This design comes from an exercise in tuning for small area, a short achievable clock period and few clock cycles on the open sky130 flow, not from production work.
RTL that was checked went through simulation tests only; none was proved equivalent to the original.
No activity file was given, so power comes from the tool's default toggle rates.

==> v18 <==
==> flow/design.v (excerpt) <==
module md5_message_digest (
   input  logic                            clock,
   input  logic                            reset,
   input  logic                            req_valid,
   output logic                            req_ready,
   input  logic [md5_pkg::WORD_W-1:0]      req_word,
   input  logic [md5_pkg::COUNT_W-1:0]     req_bytes,
   input  logic                            req_last,
   output logic                            rsp_valid,
   input  logic                            rsp_ready,
   output logic [md5_pkg::WORD_W-1:0]      rsp_word,
   output logic [md5_pkg::DIDX_W-1:0]      rsp_index,
   output logic                            rsp_done
);
==> flow/config.mk <==
export PLATFORM = sky130hd
export DESIGN_NAME = md5_message_digest
export DESIGN_NICKNAME = md5_message_digest
export VERILOG_FILES = /design/flow/design.v
export SDC_FILE = /design/flow/constraint.sdc
export NUM_CORES = 4
export LEC_CHECK = 0
export ABC_AREA = 1
export CAP_MARGIN = 20
export CORE_MARGIN = 2
export CORE_UTILIZATION = 55
export SETUP_SLACK_MARGIN = 5
export SLEW_MARGIN = 20
export TNS_END_PERCENT = 0
==> flow/constraint.sdc <==
create_clock -name core_clock -period 11.0 [get_ports {clock}]
set_input_delay 2.2000 -clock core_clock [delete_from_list [all_inputs] [get_ports {clock}]]
set_output_delay 2.2000 -clock core_clock [all_outputs]
set_load 0.01 [all_outputs]
standard.sh (not shown) runs the stock make flow with config.mk's settings and CLKGATE_MAP_FILE= SYNTH_SCRIPT=/design/flow/synth_recipe.tcl, a recipe that flattens the netlist after the stock synthesis.
==> flow/flow/run.sh <==
#!/bin/bash
# Standard layout with a stronger setup repair target and buf_4 port buffers;
# make's full output goes to orfs_make.log.
set -euo pipefail
bash standard.sh SETUP_SLACK_MARGIN=7 "BUFFER_PORTS_ARGS=-buffer_cell sky130_fd_sc_hd__buf_4" finish > orfs_make.log 2>&1
==> v1 (differences from v18) <==
--- a/flow/design.v
+++ b/flow/design.v
@@ -192,25 +192,29 @@
    logic        wpend_ff, wpend_n;  
    logic        wlen_ff, wlen_n;    
    logic        wstart_ff, wstart_n;  
    logic        wfirst_ff, wfirst_n;  
    logic [3:0]  base_ff, base_n;    
    logic [58:0] nw_ff, nw_n;        
    logic        nwc_ff, nwc_n;      
+   logic        ninc_ff, ninc_n;    
    logic [1:0]  tail_ff, tail_n;    
    logic        run_ff, run_n;      
    logic        fold_ff, fold_n;    
    logic [5:0]  step_ff, step_n;
+   logic [5:0]  stp1_ff, stp2_ff;   
+   logic [5:0]  stp1_n;             
    logic        efirst_ff, efirst_n;
    logic        efinal_ff, efinal_n;
    logic        round_ff, round_n;  
    logic        setup_ff, setup_n;  
    logic        pend_ff, pend_n;
    logic [1:0]  eidx_ff, eidx_n;
    logic [3:0]  esel_ff, esel_n;   
+   logic [31:0] rword_ff;          
    logic        ready_ff, ready_n;
    logic        ring_free, aligned, can_wr, wr_en, wr_msg, wr_pad;
    logic [3:0]  wi;
    logic [2:0]  cnt;
    logic [31:0] msg_word, pad_word, wr_word;
    logic        len_lo_now, len_hi_now;
    assign ring_free = !run_ff || (step_ff == 6'd63);
@@ -221,17 +225,16 @@
    assign req_ready = ready_ff;          
    assign wr_msg    = ready_ff && req_valid;
    assign wr_pad    = wpad_ff && can_wr;
    assign wr_en     = wr_msg || wr_pad;
    assign cnt = (!req_last || req_bytes[2]) ? 3'd4 : req_bytes;
    always_comb begin
       for (int j = 0; j < 4; j++) begin
-         if (3'(j) < cnt)       msg_word[8*j +: 8] = req_word[8*j +: 8];
-         else if (3'(j) == cnt) msg_word[8*j +: 8] = md5_pkg::PAD_BYTE;
-         else                   msg_word[8*j +: 8] = 8'h00;
+         msg_word[8*j +: 8] = ({8{cnt[2] || 2'(j) < req_bytes[1:0]}} & req_word[8*j +: 8])
+                            | ({8{!cnt[2] && 2'(j) == req_bytes[1:0]}} & md5_pkg::PAD_BYTE);
       end
    end
    assign len_lo_now = (wi == 4'd14) && !wpend_ff;
    assign len_hi_now = (wi == 4'd15) && wlen_ff;
    always_comb begin
       if (len_lo_now)      pad_word = {nw_ff[26:0], tail_ff, 3'b000};
       else if (len_hi_now) pad_word = nw_ff[58:27];
@@ -249,29 +252,31 @@
       wpad_n   = wpad_ff;
       wpend_n  = wpend_ff;
       wlen_n   = wlen_ff;
       wstart_n = wstart_ff;
       wfirst_n = wfirst_ff;
       nw_n     = nw_ff;
       nwc_n    = 1'b0;
+      ninc_n   = 1'b0;
+      if (ninc_ff) {nwc_n, nw_n[26:0]} = {1'b0, nw_ff[26:0]} + 28'd1;
       if (nwc_ff) nw_n[58:27] = nw_ff[58:27] + 32'd1;
       tail_n   = tail_ff;
       base_n   = base_ff - 4'd1;
       if (wr_en) begin
          widx_n = 5'(wi) + 5'd1;
          if (widx_ff[4]) begin
             base_n   = 4'd15;
             wnew_n   = 1'b1;
             wfirst_n = wstart_ff && !wpad_ff;
             if (!wpad_ff) wstart_n = 1'b0;
          end
       end
       if (setup_ff) wnew_n = 1'b0;
       if (wr_msg) begin
-         if (cnt[2]) {nwc_n, nw_n[26:0]} = {1'b0, nw_ff[26:0]} + 28'd1;
+         ninc_n = cnt[2];
          if (req_last) begin
             wpad_n  = 1'b1;
             wpend_n = cnt[2];
             tail_n  = cnt[1:0];
          end
       end
       if (wr_pad) begin
@@ -297,15 +302,15 @@
       step_n   = step_ff;
       efirst_n = efirst_ff;
       efinal_n = efinal_ff;
       pend_n   = pend_ff;
       eidx_n   = eidx_ff;
       esel_n   = esel_ff;
       if (round_ff) begin
-         step_n = step_ff + 6'd1;
+         step_n = stp1_ff;
          if (step_ff == 6'd63) begin
             run_n  = 1'b0;
             fold_n = 1'b1;
          end
       end
       if (fold_go) begin
          fold_n = 1'b0;
@@ -342,18 +347,21 @@
          wpad_ff   <= 1'b0;
          wpend_ff  <= 1'b0;
          wlen_ff   <= 1'b0;
          wstart_ff <= 1'b1;
          wfirst_ff <= 1'b0;
          nw_ff     <= '0;
          nwc_ff    <= 1'b0;
+         ninc_ff   <= 1'b0;
          tail_ff   <= '0;
          run_ff    <= 1'b0;
          fold_ff   <= 1'b0;
          step_ff   <= '0;
+         stp1_ff   <= 6'd1;
+         stp2_ff   <= 6'd2;
          efirst_ff <= 1'b0;
          efinal_ff <= 1'b0;
          pend_ff   <= 1'b0;
          eidx_ff   <= '0;
          esel_ff   <= 4'b0001;
          ready_ff  <= 1'b1;
          round_ff  <= 1'b0;
@@ -364,65 +372,85 @@
          wpad_ff   <= wpad_n;
          wpend_ff  <= wpend_n;
          wlen_ff   <= wlen_n;
          wstart_ff <= wstart_n;
          wfirst_ff <= wfirst_n;
          nw_ff     <= nw_n;
          nwc_ff    <= nwc_n;
+         ninc_ff   <= ninc_n;
          tail_ff   <= tail_n;
          run_ff    <= run_n;
          fold_ff   <= fold_n;
          step_ff   <= step_n;
+         stp1_ff   <= stp1_n;
+         stp2_ff   <= setup_ff ? 6'd2 : round_ff ? stp2_ff + 6'd1 : stp2_ff;
          efirst_ff <= efirst_n;
          efinal_ff <= efinal_n;
          pend_ff   <= pend_n;
          eidx_ff   <= eidx_n;
          esel_ff   <= esel_n;
          ready_ff  <= ready_n;
          round_ff  <= round_n;
          setup_ff  <= setup_n;
       end
       base_ff <= base_n;
       aligned_ff <= wr_en || (4'(base_ff + widx_ff[3:0]) == 4'd1);
    end
    logic [5:0]  pidx_n, pidx_ff;
-   logic [3:0]  rpos;
    logic [31:0] mword_ff;      
-   logic        ysf_ff, ysn_ff;
+   logic [31:0] ring_rd;
+   always_comb begin
+      ring_rd = '0;
+      for (int k = 0; k < 16; k++) ring_rd = ring_rd | ({32{rsel_ff[k]}} & ring[k]);
+   end
+   logic        ysf_ff, ysn_ff;    
    logic [3:0]  rlo_ff;            
    logic [5:0]  rhi_ff;            
    logic [4:0]  ramt_n;
-   assign ramt_n = md5_pkg::md5_rot_amount(step_n);    
+   assign ramt_n = md5_pkg::md5_rot_amount(step_n);
    function automatic logic [3:0] msg_idx(input logic [5:0] r);
       case (r[5:4])
          2'd0:    msg_idx = r[3:0];
          2'd1:    msg_idx = 4'(r[3:0] * 4'd5 + 4'd1);
          2'd2:    msg_idx = 4'(r[3:0] * 4'd3 + 4'd5);
          default: msg_idx = 4'(r[3:0] * 4'd7);
       endcase
    endfunction
-   assign pidx_n = run_n ? 6'(step_n + 6'd1) : 6'd0;
-   logic [3:0] posa_ff, posb_ff;
+   assign stp1_n = setup_ff ? 6'd1 : round_ff ? stp2_ff : stp1_ff;
+   assign pidx_n = run_n ? stp1_n : 6'd0;
+   logic [3:0]  posa_ff, posb_ff, posc_ff, posa_n, posb_n, posc_n, rpos_n;
+   logic [15:0] rsel_ff;
    always_comb begin
-      if (round_ff)      rpos = (step_ff == 6'd63) ? base_ff : posb_ff;
-      else if (setup_ff) rpos = base_ff + 4'd1;
-      else if (run_ff)   rpos = posa_ff;
-      else               rpos = base_ff;
+      if (round_ff) begin
+         posa_n = posb_ff - 4'd1;
+         posb_n = base_ff - 4'd1 + msg_idx(6'(stp2_ff + 6'd1));
+      end else if (setup_ff) begin
+         posa_n = base_ff;               
+         posb_n = base_ff + 4'd1;        
+      end else begin
+         posa_n = posa_ff - 4'd1;
+         posb_n = posb_ff - 4'd1;
+      end
+      posc_n = base_n + 4'd1;
+      if (round_n)      rpos_n = posb_n;
+      else if (setup_n) rpos_n = posc_n;
+      else if (run_n)   rpos_n = posa_n;
+      else              rpos_n = base_n;
    end
    always_ff @(posedge clock) begin
       pidx_ff <= pidx_n;
-      posa_ff <= (wr_en && widx_ff[4]) ? 4'd15 + msg_idx(6'(step_n + 6'd1))
-                                       : base_ff - 4'd1 + msg_idx(6'(step_n + 6'd1));
-      posb_ff <= (wr_en && widx_ff[4]) ? 4'd15 + msg_idx(6'(step_n + 6'd2))
-                                       : base_ff - 4'd1 + msg_idx(6'(step_n + 6'd2));
+      posa_ff <= posa_n;
+      posb_ff <= posb_n;
+      posc_ff <= posc_n;
+      rsel_ff <= 16'd1 << rpos_n;
       rlo_ff  <= 4'd1 << ramt_n[1:0];
       rhi_ff  <= (round_n && !reset) ? 6'd1 << ramt_n[4:2] : 6'd0;
       ysf_ff  <= setup_n && wfirst_n && !reset;
       ysn_ff  <= setup_n && !wfirst_n && !reset;
-      mword_ff <= (wr_en && pidx_n[5:4] == 2'd0 && wi == pidx_n[3:0]) ? wr_word : ring[rpos];
+      mword_ff <= (wr_en && pidx_n[5:4] == 2'd0 && wi == pidx_n[3:0]) ? wr_word : ring_rd;
    end
    function automatic logic [31:0] ks_add(input logic [31:0] x, input logic [31:0] z);
       logic [31:0] g, t, gn, tn;
       g = x & z;
       t = x | z;
       gn = g;
       tn = t;
@@ -446,54 +474,54 @@
       end
       ks_add = x ^ (z ^ {g[30:0], 1'b0});
    endfunction
    logic [31:0] rot1, mword, kword, pbase, fval, xsum, rot, csel, yval, bkeep, bsum;
    logic [31:0] chain_sum, c_n, d_n, f1_n, f0_n;
    assign mword = mword_ff;
    assign kword = md5_pkg::md5_round_add(pidx_ff);
-   always_comb begin
-      if (!setup_ff)      pbase = d_ff;
-      else if (wfirst_ff) pbase = md5_pkg::INIT_A;
-      else                pbase = q_ff[1];
-   end
+   assign pbase = d_ff;
    assign fval = (b_ff & f1_ff) | (~b_ff & f0_ff);
    assign xsum = ks_add(p_ff, fval);
-   logic [31:0] pcs_s, pcs_c, psum;
-   assign pcs_s = pbase ^ kword ^ mword;
-   assign pcs_c = (pbase & kword) | (pbase & mword) | (kword & mword);
-   assign psum  = ks_add(pcs_s, {pcs_c[30:0], 1'b0});
+   logic [31:0] kmsum, psum;
+   assign kmsum = ks_add(kword, mword);
+   assign psum  = ks_add(pbase, kmsum);
    always_comb begin
       rot1 = '0;
       for (int k = 0; k < 4; k++)
          rot1 = rot1 | ({32{rlo_ff[k]}} & md5_pkg::md5_rotl(xsum, 5'(k)));
       rot = '0;
       for (int k = 1; k < 6; k++)
          rot = rot | ({32{rhi_ff[k]}} & md5_pkg::md5_rotl(rot1, 5'(4 * k)));
    end
-   always_comb begin
-      case (step_ff[1:0])
-         2'd1:    csel = efirst_ff ? md5_pkg::INIT_A : q_ff[0];
-         2'd2:    csel = efirst_ff ? md5_pkg::INIT_D : q_ff[0];
-         2'd3:    csel = efirst_ff ? md5_pkg::INIT_C : q_ff[0];
-         default: csel = efirst_ff ? md5_pkg::INIT_B : q_ff[0];
-      endcase
+   logic       csq_ff;
+   logic [3:0] csi_ff;
+   always_ff @(posedge clock) begin
+      csq_ff <= !efirst_n;
+      csi_ff <= efirst_n ? 4'd1 << step_n[1:0] : 4'd0;
    end
-   assign chain_sum = csel + b_ff;
+   assign csel = ({32{csq_ff}} & q_ff[0])
+               | ({32{csi_ff[0]}} & md5_pkg::INIT_B) | ({32{csi_ff[1]}} & md5_pkg::INIT_A)
+               | ({32{csi_ff[2]}} & md5_pkg::INIT_D) | ({32{csi_ff[3]}} & md5_pkg::INIT_C);
+   assign chain_sum = ks_add(csel, b_ff);
    assign bkeep = ysf_ff ? 32'h0 : b_ff;
    assign yval  = rot | ({32{ysf_ff}} & md5_pkg::INIT_B) | ({32{ysn_ff}} & csel);
    assign bsum  = ks_add(bkeep, yval);
    always_comb begin
       c_n = c_ff;
       d_n = d_ff;
       if (round_ff) begin
          c_n = b_ff;
-         d_n = c_ff;
+         if (step_ff != 6'd63) d_n = c_ff;
+         else if (efinal_ff)   d_n = md5_pkg::INIT_A;
+         else                  d_n = q_ff[2];
       end else if (setup_ff) begin
          c_n = wfirst_ff ? md5_pkg::INIT_C : q_ff[3];
          d_n = wfirst_ff ? md5_pkg::INIT_D : q_ff[2];
+      end else if (!run_ff && !fold_ff) begin
+         d_n = md5_pkg::INIT_A;      
       end
       case (step_n[5:4])
          2'd0: begin f1_n = c_n;          f0_n = d_n;           end
          2'd1: begin f1_n = c_n | d_n;    f0_n = c_n & ~d_n;    end
          2'd2: begin f1_n = ~(c_n ^ d_n); f0_n = c_n ^ d_n;     end
          default: begin f1_n = ~c_n;      f0_n = ~(c_n ^ d_n);  end
       endcase
@@ -511,10 +539,16 @@
          q_ff[2] <= q_ff[3];
          q_ff[3] <= chain_sum;
       end
    end
    assign rsp_valid = pend_ff;
    assign rsp_index = eidx_ff;
    assign rsp_done  = esel_ff[3];
-   assign rsp_word  = ({32{esel_ff[0]}} & q_ff[0]) | ({32{esel_ff[1]}} & q_ff[3])
-                    | ({32{esel_ff[2]}} & q_ff[2]) | ({32{esel_ff[3]}} & q_ff[1]);
+   assign rsp_word  = rword_ff;
+   always_ff @(posedge clock) begin
+      if (fold_go && efinal_ff)
+         rword_ff <= q_ff[1];
+      else if (pend_ff && rsp_ready)
+         rword_ff <= ({32{esel_ff[0]}} & q_ff[3]) | ({32{esel_ff[1]}} & q_ff[2])
+                   | ({32{esel_ff[2]}} & q_ff[1]);
+   end
 endmodule
Settings changed: TNS_END_PERCENT 0 to 25.
==> v16 (differences from v18) <==
--- a/flow/design.v
+++ b/flow/design.v
@@ -192,25 +192,29 @@
    logic        wpend_ff, wpend_n;  
    logic        wlen_ff, wlen_n;    
    logic        wstart_ff, wstart_n;  
    logic        wfirst_ff, wfirst_n;  
    logic [3:0]  base_ff, base_n;    
    logic [58:0] nw_ff, nw_n;        
    logic        nwc_ff, nwc_n;      
+   logic        ninc_ff, ninc_n;    
    logic [1:0]  tail_ff, tail_n;    
    logic        run_ff, run_n;      
    logic        fold_ff, fold_n;    
    logic [5:0]  step_ff, step_n;
+   logic [5:0]  stp1_ff, stp2_ff;   
+   logic [5:0]  stp1_n;             
    logic        efirst_ff, efirst_n;
    logic        efinal_ff, efinal_n;
    logic        round_ff, round_n;  
    logic        setup_ff, setup_n;  
    logic        pend_ff, pend_n;
    logic [1:0]  eidx_ff, eidx_n;
    logic [3:0]  esel_ff, esel_n;   
+   logic [31:0] rword_ff;          
    logic        ready_ff, ready_n;
    logic        ring_free, aligned, can_wr, wr_en, wr_msg, wr_pad;
    logic [3:0]  wi;
    logic [2:0]  cnt;
    logic [31:0] msg_word, pad_word, wr_word;
    logic        len_lo_now, len_hi_now;
    assign ring_free = !run_ff || (step_ff == 6'd63);
@@ -221,17 +225,16 @@
    assign req_ready = ready_ff;          
    assign wr_msg    = ready_ff && req_valid;
    assign wr_pad    = wpad_ff && can_wr;
    assign wr_en     = wr_msg || wr_pad;
    assign cnt = (!req_last || req_bytes[2]) ? 3'd4 : req_bytes;
    always_comb begin
       for (int j = 0; j < 4; j++) begin
-         if (3'(j) < cnt)       msg_word[8*j +: 8] = req_word[8*j +: 8];
-         else if (3'(j) == cnt) msg_word[8*j +: 8] = md5_pkg::PAD_BYTE;
-         else                   msg_word[8*j +: 8] = 8'h00;
+         msg_word[8*j +: 8] = ({8{cnt[2] || 2'(j) < req_bytes[1:0]}} & req_word[8*j +: 8])
+                            | ({8{!cnt[2] && 2'(j) == req_bytes[1:0]}} & md5_pkg::PAD_BYTE);
       end
    end
    assign len_lo_now = (wi == 4'd14) && !wpend_ff;
    assign len_hi_now = (wi == 4'd15) && wlen_ff;
    always_comb begin
       if (len_lo_now)      pad_word = {nw_ff[26:0], tail_ff, 3'b000};
       else if (len_hi_now) pad_word = nw_ff[58:27];
@@ -249,29 +252,31 @@
       wpad_n   = wpad_ff;
       wpend_n  = wpend_ff;
       wlen_n   = wlen_ff;
       wstart_n = wstart_ff;
       wfirst_n = wfirst_ff;
       nw_n     = nw_ff;
       nwc_n    = 1'b0;
+      ninc_n   = 1'b0;
+      if (ninc_ff) {nwc_n, nw_n[26:0]} = {1'b0, nw_ff[26:0]} + 28'd1;
       if (nwc_ff) nw_n[58:27] = nw_ff[58:27] + 32'd1;
       tail_n   = tail_ff;
       base_n   = base_ff - 4'd1;
       if (wr_en) begin
          widx_n = 5'(wi) + 5'd1;
          if (widx_ff[4]) begin
             base_n   = 4'd15;
             wnew_n   = 1'b1;
             wfirst_n = wstart_ff && !wpad_ff;
             if (!wpad_ff) wstart_n = 1'b0;
          end
       end
       if (setup_ff) wnew_n = 1'b0;
       if (wr_msg) begin
-         if (cnt[2]) {nwc_n, nw_n[26:0]} = {1'b0, nw_ff[26:0]} + 28'd1;
+         ninc_n = cnt[2];
          if (req_last) begin
             wpad_n  = 1'b1;
             wpend_n = cnt[2];
             tail_n  = cnt[1:0];
          end
       end
       if (wr_pad) begin
@@ -297,15 +302,15 @@
       step_n   = step_ff;
       efirst_n = efirst_ff;
       efinal_n = efinal_ff;
       pend_n   = pend_ff;
       eidx_n   = eidx_ff;
       esel_n   = esel_ff;
       if (round_ff) begin
-         step_n = step_ff + 6'd1;
+         step_n = stp1_ff;
          if (step_ff == 6'd63) begin
             run_n  = 1'b0;
             fold_n = 1'b1;
          end
       end
       if (fold_go) begin
          fold_n = 1'b0;
@@ -342,18 +347,21 @@
          wpad_ff   <= 1'b0;
          wpend_ff  <= 1'b0;
          wlen_ff   <= 1'b0;
          wstart_ff <= 1'b1;
          wfirst_ff <= 1'b0;
          nw_ff     <= '0;
          nwc_ff    <= 1'b0;
+         ninc_ff   <= 1'b0;
          tail_ff   <= '0;
          run_ff    <= 1'b0;
          fold_ff   <= 1'b0;
          step_ff   <= '0;
+         stp1_ff   <= 6'd1;
+         stp2_ff   <= 6'd2;
          efirst_ff <= 1'b0;
          efinal_ff <= 1'b0;
          pend_ff   <= 1'b0;
          eidx_ff   <= '0;
          esel_ff   <= 4'b0001;
          ready_ff  <= 1'b1;
          round_ff  <= 1'b0;
@@ -364,18 +372,21 @@
          wpad_ff   <= wpad_n;
          wpend_ff  <= wpend_n;
          wlen_ff   <= wlen_n;
          wstart_ff <= wstart_n;
          wfirst_ff <= wfirst_n;
          nw_ff     <= nw_n;
          nwc_ff    <= nwc_n;
+         ninc_ff   <= ninc_n;
          tail_ff   <= tail_n;
          run_ff    <= run_n;
          fold_ff   <= fold_n;
          step_ff   <= step_n;
+         stp1_ff   <= stp1_n;
+         stp2_ff   <= setup_ff ? 6'd2 : round_ff ? stp2_ff + 6'd1 : stp2_ff;
          efirst_ff <= efirst_n;
          efinal_ff <= efinal_n;
          pend_ff   <= pend_n;
          eidx_ff   <= eidx_n;
          esel_ff   <= esel_n;
          ready_ff  <= ready_n;
          round_ff  <= round_n;
@@ -383,41 +394,49 @@
       end
       base_ff <= base_n;
       aligned_ff <= wr_en || (4'(base_ff + widx_ff[3:0]) == 4'd1);
    end
    logic [5:0]  pidx_n, pidx_ff;
    logic [3:0]  rpos;
    logic [31:0] mword_ff;      
-   logic        ysf_ff, ysn_ff;
+   logic        ysf_ff, ysn_ff;    
    logic [3:0]  rlo_ff;            
    logic [5:0]  rhi_ff;            
    logic [4:0]  ramt_n;
-   assign ramt_n = md5_pkg::md5_rot_amount(step_n);    
+   assign ramt_n = md5_pkg::md5_rot_amount(step_n);
    function automatic logic [3:0] msg_idx(input logic [5:0] r);
       case (r[5:4])
          2'd0:    msg_idx = r[3:0];
          2'd1:    msg_idx = 4'(r[3:0] * 4'd5 + 4'd1);
          2'd2:    msg_idx = 4'(r[3:0] * 4'd3 + 4'd5);
          default: msg_idx = 4'(r[3:0] * 4'd7);
       endcase
    endfunction
-   assign pidx_n = run_n ? 6'(step_n + 6'd1) : 6'd0;
-   logic [3:0] posa_ff, posb_ff;
+   assign stp1_n = setup_ff ? 6'd1 : round_ff ? stp2_ff : stp1_ff;
+   assign pidx_n = run_n ? stp1_n : 6'd0;
+   logic [3:0] posa_ff, posb_ff, posc_ff;
    always_comb begin
-      if (round_ff)      rpos = (step_ff == 6'd63) ? base_ff : posb_ff;
-      else if (setup_ff) rpos = base_ff + 4'd1;
+      if (round_ff)      rpos = posb_ff;
+      else if (setup_ff) rpos = posc_ff;
       else if (run_ff)   rpos = posa_ff;
       else               rpos = base_ff;
    end
    always_ff @(posedge clock) begin
       pidx_ff <= pidx_n;
-      posa_ff <= (wr_en && widx_ff[4]) ? 4'd15 + msg_idx(6'(step_n + 6'd1))
-                                       : base_ff - 4'd1 + msg_idx(6'(step_n + 6'd1));
-      posb_ff <= (wr_en && widx_ff[4]) ? 4'd15 + msg_idx(6'(step_n + 6'd2))
-                                       : base_ff - 4'd1 + msg_idx(6'(step_n + 6'd2));
+      if (round_ff) begin
+         posa_ff <= posb_ff - 4'd1;
+         posb_ff <= base_ff - 4'd1 + msg_idx(6'(stp2_ff + 6'd1));
+      end else if (setup_ff) begin
+         posa_ff <= base_ff;             
+         posb_ff <= base_ff + 4'd1;      
+      end else begin
+         posa_ff <= posa_ff - 4'd1;
+         posb_ff <= posb_ff - 4'd1;
+      end
+      posc_ff <= base_n + 4'd1;
       rlo_ff  <= 4'd1 << ramt_n[1:0];
       rhi_ff  <= (round_n && !reset) ? 6'd1 << ramt_n[4:2] : 6'd0;
       ysf_ff  <= setup_n && wfirst_n && !reset;
       ysn_ff  <= setup_n && !wfirst_n && !reset;
       mword_ff <= (wr_en && pidx_n[5:4] == 2'd0 && wi == pidx_n[3:0]) ? wr_word : ring[rpos];
    end
    function automatic logic [31:0] ks_add(input logic [31:0] x, input logic [31:0] z);
@@ -446,54 +465,54 @@
       end
       ks_add = x ^ (z ^ {g[30:0], 1'b0});
    endfunction
    logic [31:0] rot1, mword, kword, pbase, fval, xsum, rot, csel, yval, bkeep, bsum;
    logic [31:0] chain_sum, c_n, d_n, f1_n, f0_n;
    assign mword = mword_ff;
    assign kword = md5_pkg::md5_round_add(pidx_ff);
-   always_comb begin
-      if (!setup_ff)      pbase = d_ff;
-      else if (wfirst_ff) pbase = md5_pkg::INIT_A;
-      else                pbase = q_ff[1];
-   end
+   assign pbase = d_ff;
    assign fval = (b_ff & f1_ff) | (~b_ff & f0_ff);
    assign xsum = ks_add(p_ff, fval);
-   logic [31:0] pcs_s, pcs_c, psum;
-   assign pcs_s = pbase ^ kword ^ mword;
-   assign pcs_c = (pbase & kword) | (pbase & mword) | (kword & mword);
-   assign psum  = ks_add(pcs_s, {pcs_c[30:0], 1'b0});
+   logic [31:0] kmsum, psum;
+   assign kmsum = ks_add(kword, mword);
+   assign psum  = ks_add(pbase, kmsum);
    always_comb begin
       rot1 = '0;
       for (int k = 0; k < 4; k++)
          rot1 = rot1 | ({32{rlo_ff[k]}} & md5_pkg::md5_rotl(xsum, 5'(k)));
       rot = '0;
       for (int k = 1; k < 6; k++)
          rot = rot | ({32{rhi_ff[k]}} & md5_pkg::md5_rotl(rot1, 5'(4 * k)));
    end
-   always_comb begin
-      case (step_ff[1:0])
-         2'd1:    csel = efirst_ff ? md5_pkg::INIT_A : q_ff[0];
-         2'd2:    csel = efirst_ff ? md5_pkg::INIT_D : q_ff[0];
-         2'd3:    csel = efirst_ff ? md5_pkg::INIT_C : q_ff[0];
-         default: csel = efirst_ff ? md5_pkg::INIT_B : q_ff[0];
-      endcase
+   logic       csq_ff;
+   logic [3:0] csi_ff;
+   always_ff @(posedge clock) begin
+      csq_ff <= !efirst_n;
+      csi_ff <= efirst_n ? 4'd1 << step_n[1:0] : 4'd0;
    end
-   assign chain_sum = csel + b_ff;
+   assign csel = ({32{csq_ff}} & q_ff[0])
+               | ({32{csi_ff[0]}} & md5_pkg::INIT_B) | ({32{csi_ff[1]}} & md5_pkg::INIT_A)
+               | ({32{csi_ff[2]}} & md5_pkg::INIT_D) | ({32{csi_ff[3]}} & md5_pkg::INIT_C);
+   assign chain_sum = ks_add(csel, b_ff);
    assign bkeep = ysf_ff ? 32'h0 : b_ff;
    assign yval  = rot | ({32{ysf_ff}} & md5_pkg::INIT_B) | ({32{ysn_ff}} & csel);
    assign bsum  = ks_add(bkeep, yval);
    always_comb begin
       c_n = c_ff;
       d_n = d_ff;
       if (round_ff) begin
          c_n = b_ff;
-         d_n = c_ff;
+         if (step_ff != 6'd63) d_n = c_ff;
+         else if (efinal_ff)   d_n = md5_pkg::INIT_A;
+         else                  d_n = q_ff[2];
       end else if (setup_ff) begin
          c_n = wfirst_ff ? md5_pkg::INIT_C : q_ff[3];
          d_n = wfirst_ff ? md5_pkg::INIT_D : q_ff[2];
+      end else if (!run_ff && !fold_ff) begin
+         d_n = md5_pkg::INIT_A;      
       end
       case (step_n[5:4])
          2'd0: begin f1_n = c_n;          f0_n = d_n;           end
          2'd1: begin f1_n = c_n | d_n;    f0_n = c_n & ~d_n;    end
          2'd2: begin f1_n = ~(c_n ^ d_n); f0_n = c_n ^ d_n;     end
          default: begin f1_n = ~c_n;      f0_n = ~(c_n ^ d_n);  end
       endcase
@@ -511,10 +530,16 @@
          q_ff[2] <= q_ff[3];
          q_ff[3] <= chain_sum;
       end
    end
    assign rsp_valid = pend_ff;
    assign rsp_index = eidx_ff;
    assign rsp_done  = esel_ff[3];
-   assign rsp_word  = ({32{esel_ff[0]}} & q_ff[0]) | ({32{esel_ff[1]}} & q_ff[3])
-                    | ({32{esel_ff[2]}} & q_ff[2]) | ({32{esel_ff[3]}} & q_ff[1]);
+   assign rsp_word  = rword_ff;
+   always_ff @(posedge clock) begin
+      if (fold_go && efinal_ff)
+         rword_ff <= q_ff[1];
+      else if (pend_ff && rsp_ready)
+         rword_ff <= ({32{esel_ff[0]}} & q_ff[3]) | ({32{esel_ff[1]}} & q_ff[2])
+                   | ({32{esel_ff[2]}} & q_ff[1]);
+   end
 endmodule
==> qor summary <==
Antenna diode count: v16 2; v1 0; v18 1
Via count of the first global-routing pass: v16 48,000; v1 47,300; v18 44,300
Instance area at placement: v16 55,100 sq um; v1 55,100 sq um; v18 51,900 sq um
Internal power: v16 0.0112 W; v1 0.0114 W; v18 0.0112 W
Met2 routed wirelength: v16 91,200 um; v1 90,000 um; v18 88,700 um
Post-synthesis cell type count: v16 77; v1 78; v18 78
Overall track demand over capacity in global routing: v16 40.6%; v1 39.5%; v18 41.0%
Final worst slack: v16 6770 ps; v1 7010 ps; v18 6790 ps
Run status: v16 complete, no violations; v1 complete, no violations; v18 complete, no violations
DIE HEIGHT: v16 315 um; v1 315 um; v18 306 um
Area occupied by multi-input gates: v16 25,500 sq um; v1 26,000 sq um; v18 25,500 sq um
Clock-cell share of area: v16 6.66%; v1 6.51%; v18 6.02%
Switching share of power: v16 49.7%; v1 49.6%; v18 48.9%
Number of combinational gates with multiple inputs: v16 4,857; v1 4,908; v18 4,421
Seq cells: v16 1,067; v1 1,079; v18 1,013
Crit-path max FO: v16 38; v1 22; v18 5
Post-synthesis share of cell area spent on xor and xnor gates: v16 2.86%; v1 2.68%; v18 2.63%
Worst ir drop on vdd: v16 0.000200 V; v1 0.000198 V; v18 0.000233 V
Tightest hold margin: v16 320 ps; v1 302 ps; v18 330 ps
Post-Synth Adder-Cell Area: v16 3.00%; v1 2.99%; v18 5.48%
Antenna violations before repair: v16 3; v1 2; v18 3
Routed met1 length: v16 78,000 um; v1 75,700 um; v18 71,100 um
Number of cells on the worst reg-to-reg path: v16 13; v1 10; v18 27
Power drawn by the clock network: v16 0.00403 W; v1 0.00401 W; v18 0.00363 W
Initial Util: v16 55.3%; v1 55.3%; v18 55.6%
Placeable core region: v16 96,300 sq um; v1 96,300 sq um; v18 90,100 sq um
Number of non-clock inverters in the layout: v16 993; v1 971; v18 792
Testbench counts of v1, summed over its fixed seeds: cycles 45,028.
Testbench counts of v16, summed over its fixed seeds: cycles 45,028.
Only the layout flow was run in v18; the RTL was not checked for function there.

==> afterwards: timing with drivers on the ports <==
How much do the figures lean on ideal ports? The routed layouts below were timed once more, with nothing changed but the port constraints.
Step 1 (the two cells are an assumption about what drives the block):
set clk [get_ports {clock}]
set_driving_cell -lib_cell sky130_fd_sc_hd__clkbuf_16 $clk
set_driving_cell -lib_cell sky130_fd_sc_hd__buf_2 [delete_from_list [all_inputs] $clk]
Step 2, shift: input delay + t, output delay - t, t = (earliest + latest rising clock arrival at the registers) / 2. This alone moves slack from input paths to output paths.
a / b / c = no drivers / after step 1 / after step 2; a / b = the first two.
run	t, ns	slack for setup (ns)	latest minus earliest clock arrival (ns)	worst register clock-pin slew, ns	pins driven straight from the clock port
v18	0.777	6.786 / 6.727 / 6.299	0.072 / 0.072	0.08 / 0.08	1
v1	0.791	7.007 / 7.007 / 6.480	0.070 / 0.071	0.07 / 0.07	1
v16	0.785	6.771 / 6.771 / 6.518	0.116 / 0.115	0.08 / 0.08	1
After both steps every run listed still meets setup and hold. For v1, which loses most, drivers alone change the setup slack by 0.000 ns; drivers and shift together by -0.527 ns.
